This is an optimization exercise on Yosys and OpenROAD, whose aim is small area, not a production implementation.
Only simulation tests tie the RTL to the original design; equivalence was not proved.

== job 1424 ==
// keyExpand
module keyExpand (
  input  logic                CLK,
  input  logic                CLR,
  input  logic                start,
  input  aesKeyPkg::roundKeyT cipherKey,
  input  aesKeyPkg::roundIdxT rdRound,
  output aesKeyPkg::roundKeyT roundKey,
  output logic                done
);
  logic               accept;
  logic               busy;
  logic [3:0]         phase;
  aesKeyPkg::byteT    rcon;
  aesKeyPkg::keyWordT lastWord;
  aesKeyPkg::keyWordT backWord;
  aesKeyPkg::keyWordT newWord;
  keySequencer sequencer (
    .CLK   (CLK),
    .CLR   (CLR),
    .start (start),
    .accept(accept),
    .busy  (busy),
    .phase (phase),
    .rcon  (rcon),
    .done  (done)
  );
  keyRoundStep roundStep (
    .lastWord(lastWord),
    .backWord(backWord),
    .rcon    (rcon),
    .newWord (newWord)
  );
  roundKeyStore keyStore (
    .CLK      (CLK),
    .accept   (accept),
    .busy     (busy),
    .phase    (phase),
    .cipherKey(cipherKey),
    .newWord  (newWord),
    .lastWord (lastWord),
    .backWord (backWord),
    .rdRound  (rdRound),
    .rdKey    (roundKey)
  );
endmodule
Size in the first run: roughly 260 I/O pins.
Settings: LEC_CHECK=0, CAP_MARGIN=20, CORE_MARGIN=2, CORE_UTILIZATION=80, SLEW_MARGIN=20; clock period 24.0 ns.
standard.sh (not shown) runs the stock make flow with config.mk's settings and CLKGATE_MAP_FILE= SYNTH_SCRIPT=/design/flow/synth_recipe.tcl, a recipe that flattens the netlist after the stock synthesis.
==> flow/flow/run.sh <==
#!/bin/bash
# The standard layout with these changes:
# - synthesis maps the logic with an area-oriented ABC script
#   (flow/abc_area.script) in place of ORFS's speed script; the synthesis
#   script itself and the register mapping are ORFS's own;
# - every port still gets a buffer, but the smallest one (buf_1);
# - Yosys's adder extraction is skipped (ADDER_MAP_FILE empty), so the few
#   half adders it finds are left to ABC;
# - clock tree synthesis uses no dummy loads and sink clusters of up to 28
#   flip-flops.
set -euo pipefail
WORK=$(pwd)
rm -rf "$WORK/scripts"
cp -r "$FLOW_HOME/scripts" "$WORK/scripts"
cp "$WORK/flow/abc_area.script" "$WORK/scripts/abc_speed.script"
bash standard.sh SCRIPTS_DIR="$WORK/scripts" \
  BUFFER_PORTS_ARGS="-buffer_cell sky130_fd_sc_hd__buf_1" \
  ADDER_MAP_FILE= \
  CTS_ARGS="-sink_clustering_enable -repair_clock_nets -dont_use_dummy_load -sink_clustering_size 28 -sink_clustering_max_diameter 100 -buf_list sky130_fd_sc_hd__clkbuf_16 -root_buf sky130_fd_sc_hd__clkbuf_16" \
  finish \
  > "$WORK/make_flow.log" 2>&1
==> flow/flow/abc_area.script <==
&get -n; &st; &dc2; &dch; &nf -R 1000 -C 32 -F 8 -A 4 -p -k; &put
Job 1424: all stages complete, timing, DRC and antenna checks passed
What job 6328 does differently from job 1424 at the input level:
Settings: CORE_UTILIZATION: 80 -> 60.
--- a/flow/flow/run.sh
+++ b/flow/flow/run.sh
@@ -8,3 +8,3 @@
 #   half adders it finds are left to ABC;
-# - clock tree synthesis uses no dummy loads and sink clusters of up to 28
+# - clock tree synthesis uses no dummy loads and sink clusters of up to 24
 #   flip-flops.
@@ -18,3 +18,3 @@
   ADDER_MAP_FILE= \
-  CTS_ARGS="-sink_clustering_enable -repair_clock_nets -dont_use_dummy_load -sink_clustering_size 28 -sink_clustering_max_diameter 100 -buf_list sky130_fd_sc_hd__clkbuf_16 -root_buf sky130_fd_sc_hd__clkbuf_16" \
+  CTS_ARGS="-sink_clustering_enable -repair_clock_nets -dont_use_dummy_load -sink_clustering_size 24 -sink_clustering_max_diameter 120 -buf_list sky130_fd_sc_hd__clkbuf_16 -root_buf sky130_fd_sc_hd__clkbuf_16" \
   finish \
==> flow/flow/abc_area.script <==
&get -n; &st; &dc2; &dch; &nf -R 1000; &put
--- outcome ---
- On register-to-register slack, job 1424 loses to job 6328.
- Diff job 1424 -> job 6328: cell area went up; tap cell count went up; met1 track demand over resource went down; clock-cell share of area went up.
- Compare job 6328 and job 1424 | count of filler cells inserted in the layout lower: job 1424
- On synthesized area, job 6328 and job 1424 are neck and neck.
- The run showing the greater final worst hold slack is job 6328.
- Against job 1424, routed wire length on met2 in job 6328 fell by more than 10%.
- As far as flip-flop and latch count goes, job 6328 and job 1424 are indistinguishable; the numbers are identical.
- Job 6328 ends up with higher count of clock buffers in the final design than job 1424 does.
## Diff of input files: job 1813 against job 6328
Settings: swapping 60 for 70 in CORE_UTILIZATION.
--- a/flow/flow/run.sh
+++ b/flow/flow/run.sh
@@ -8,3 +8,3 @@
 #   half adders it finds are left to ABC;
-# - clock tree synthesis uses no dummy loads and sink clusters of up to 24
+# - clock tree synthesis uses no dummy loads and sink clusters of up to 28
 #   flip-flops.
@@ -18,3 +18,3 @@
   ADDER_MAP_FILE= \
-  CTS_ARGS="-sink_clustering_enable -repair_clock_nets -dont_use_dummy_load -sink_clustering_size 24 -sink_clustering_max_diameter 120 -buf_list sky130_fd_sc_hd__clkbuf_16 -root_buf sky130_fd_sc_hd__clkbuf_16" \
+  CTS_ARGS="-sink_clustering_enable -repair_clock_nets -dont_use_dummy_load -sink_clustering_size 28 -sink_clustering_max_diameter 100 -buf_list sky130_fd_sc_hd__clkbuf_16 -root_buf sky130_fd_sc_hd__clkbuf_16" \
   finish \
==> flow/flow/abc_area.script <==
&get -n; &st; &dc2; &dch; &nf -R 1000 -C 32 -F 8 -A 4 -p -k; &put
==> comparison <==
Job 1813 against job 6328: buffer count excluding the clock tree in the final layout shrank by 2, filler cell count shrank by 24%. Job 1813 vs job 6328 — peak fanout along the critical path dropped by a few percent. Job 1813 vs. job 6328: signal arrival time at the worst endpoint up 0.25 ns, design area now smaller. Vias: job 1813 more than job 6328. In job 1813 relative to job 6328, die area had gone down by more than 10%. Core outline area on job 1813 is down relative to job 6328. Going from job 6328 to job 1813, first-pass GRT wire length +1.2%, share of the clock period used by the worst path after layout went up.
Input-level comparison between job 5604 and job 1813:
Settings: CORE_UTILIZATION: 70 -> 60.
==> flow/flow/run.sh <==
#!/bin/bash
# The standard layout with these changes:
# - synthesis maps the logic with an area-oriented ABC script
#   (flow/abc_area.script) in place of ORFS's speed script; the synthesis
#   script itself and the register mapping are ORFS's own;
# - every port still gets a buffer, but the smallest one (buf_1);
# - clock tree synthesis uses no dummy loads, larger sink clusters and
#   clkbuf_8 buffers below the root.
set -euo pipefail
WORK=$(pwd)
rm -rf "$WORK/scripts"
cp -r "$FLOW_HOME/scripts" "$WORK/scripts"
cp "$WORK/flow/abc_area.script" "$WORK/scripts/abc_speed.script"
bash standard.sh SCRIPTS_DIR="$WORK/scripts" \
  BUFFER_PORTS_ARGS="-buffer_cell sky130_fd_sc_hd__buf_1" \
  CTS_ARGS="-sink_clustering_enable -repair_clock_nets -dont_use_dummy_load -sink_clustering_size 12 -sink_clustering_max_diameter 60 -buf_list sky130_fd_sc_hd__clkbuf_8 -root_buf sky130_fd_sc_hd__clkbuf_16" \
  finish \
  > "$WORK/make_flow.log" 2>&1
==> flow/flow/abc_area.script <==
&get -n; &st; &dc2; &dch; &nf -R 1000; &put
==> run summary <==
Side by side, synthesized-area fraction occupied by ao, oa, aoi and oai cells turned out lower in job 5604 than in job 1813. Higher area growth from synthesis to layout goes to job 5604 over job 1813. Job 5604: adder-cell area share of the yosys netlist is 0.99 points higher than what job 1813 reported. Job 5604: floorplan die height 8.2% above job 1813. Sequential element share of the synthesized area in job 5604 is 0.30 points lower than in job 1813. Run comparison: job 5604 destination of the critical timing path roundKey[81]; job 1813 destination of the critical timing path roundKey[95].

==> static timing again, ports no longer ideal <==
No port has a modelled driver above. Below, the same layouts with a new extraction and two added sets of constraints.
Step 1 sets driving cells, clkbuf_16 on the clock port and buf_2 on the other inputs (assumed; they add their load-dependent delay and slew).
Step 2 also shifts input and output timing later by t, the mid clock arrival at the registers, as if the neighbouring blocks saw the same clock.
Slacks: no drivers / after step 1 / after step 2; pairs: no drivers / after step 1.
run | t (ns) | setup WS [ns] | latest minus earliest clock arrival (ns)
job 1424 | 0.572 | 8.348 / 8.328 / 8.328 | 0.069 / 0.069
job 6328 | 0.597 | 8.839 / 8.818 / 8.818 | 0.017 / 0.016
job 1813 | 0.593 | 8.594 / 8.570 / 8.570 | 0.035 / 0.035
job 5604 | 0.585 | 8.611 / 8.591 / 8.591 | 0.054 / 0.054
After both steps every run listed still meets setup and hold. For job 1813, which loses most, drivers alone change the setup slack by -0.024 ns; drivers and shift together by -0.024 ns.
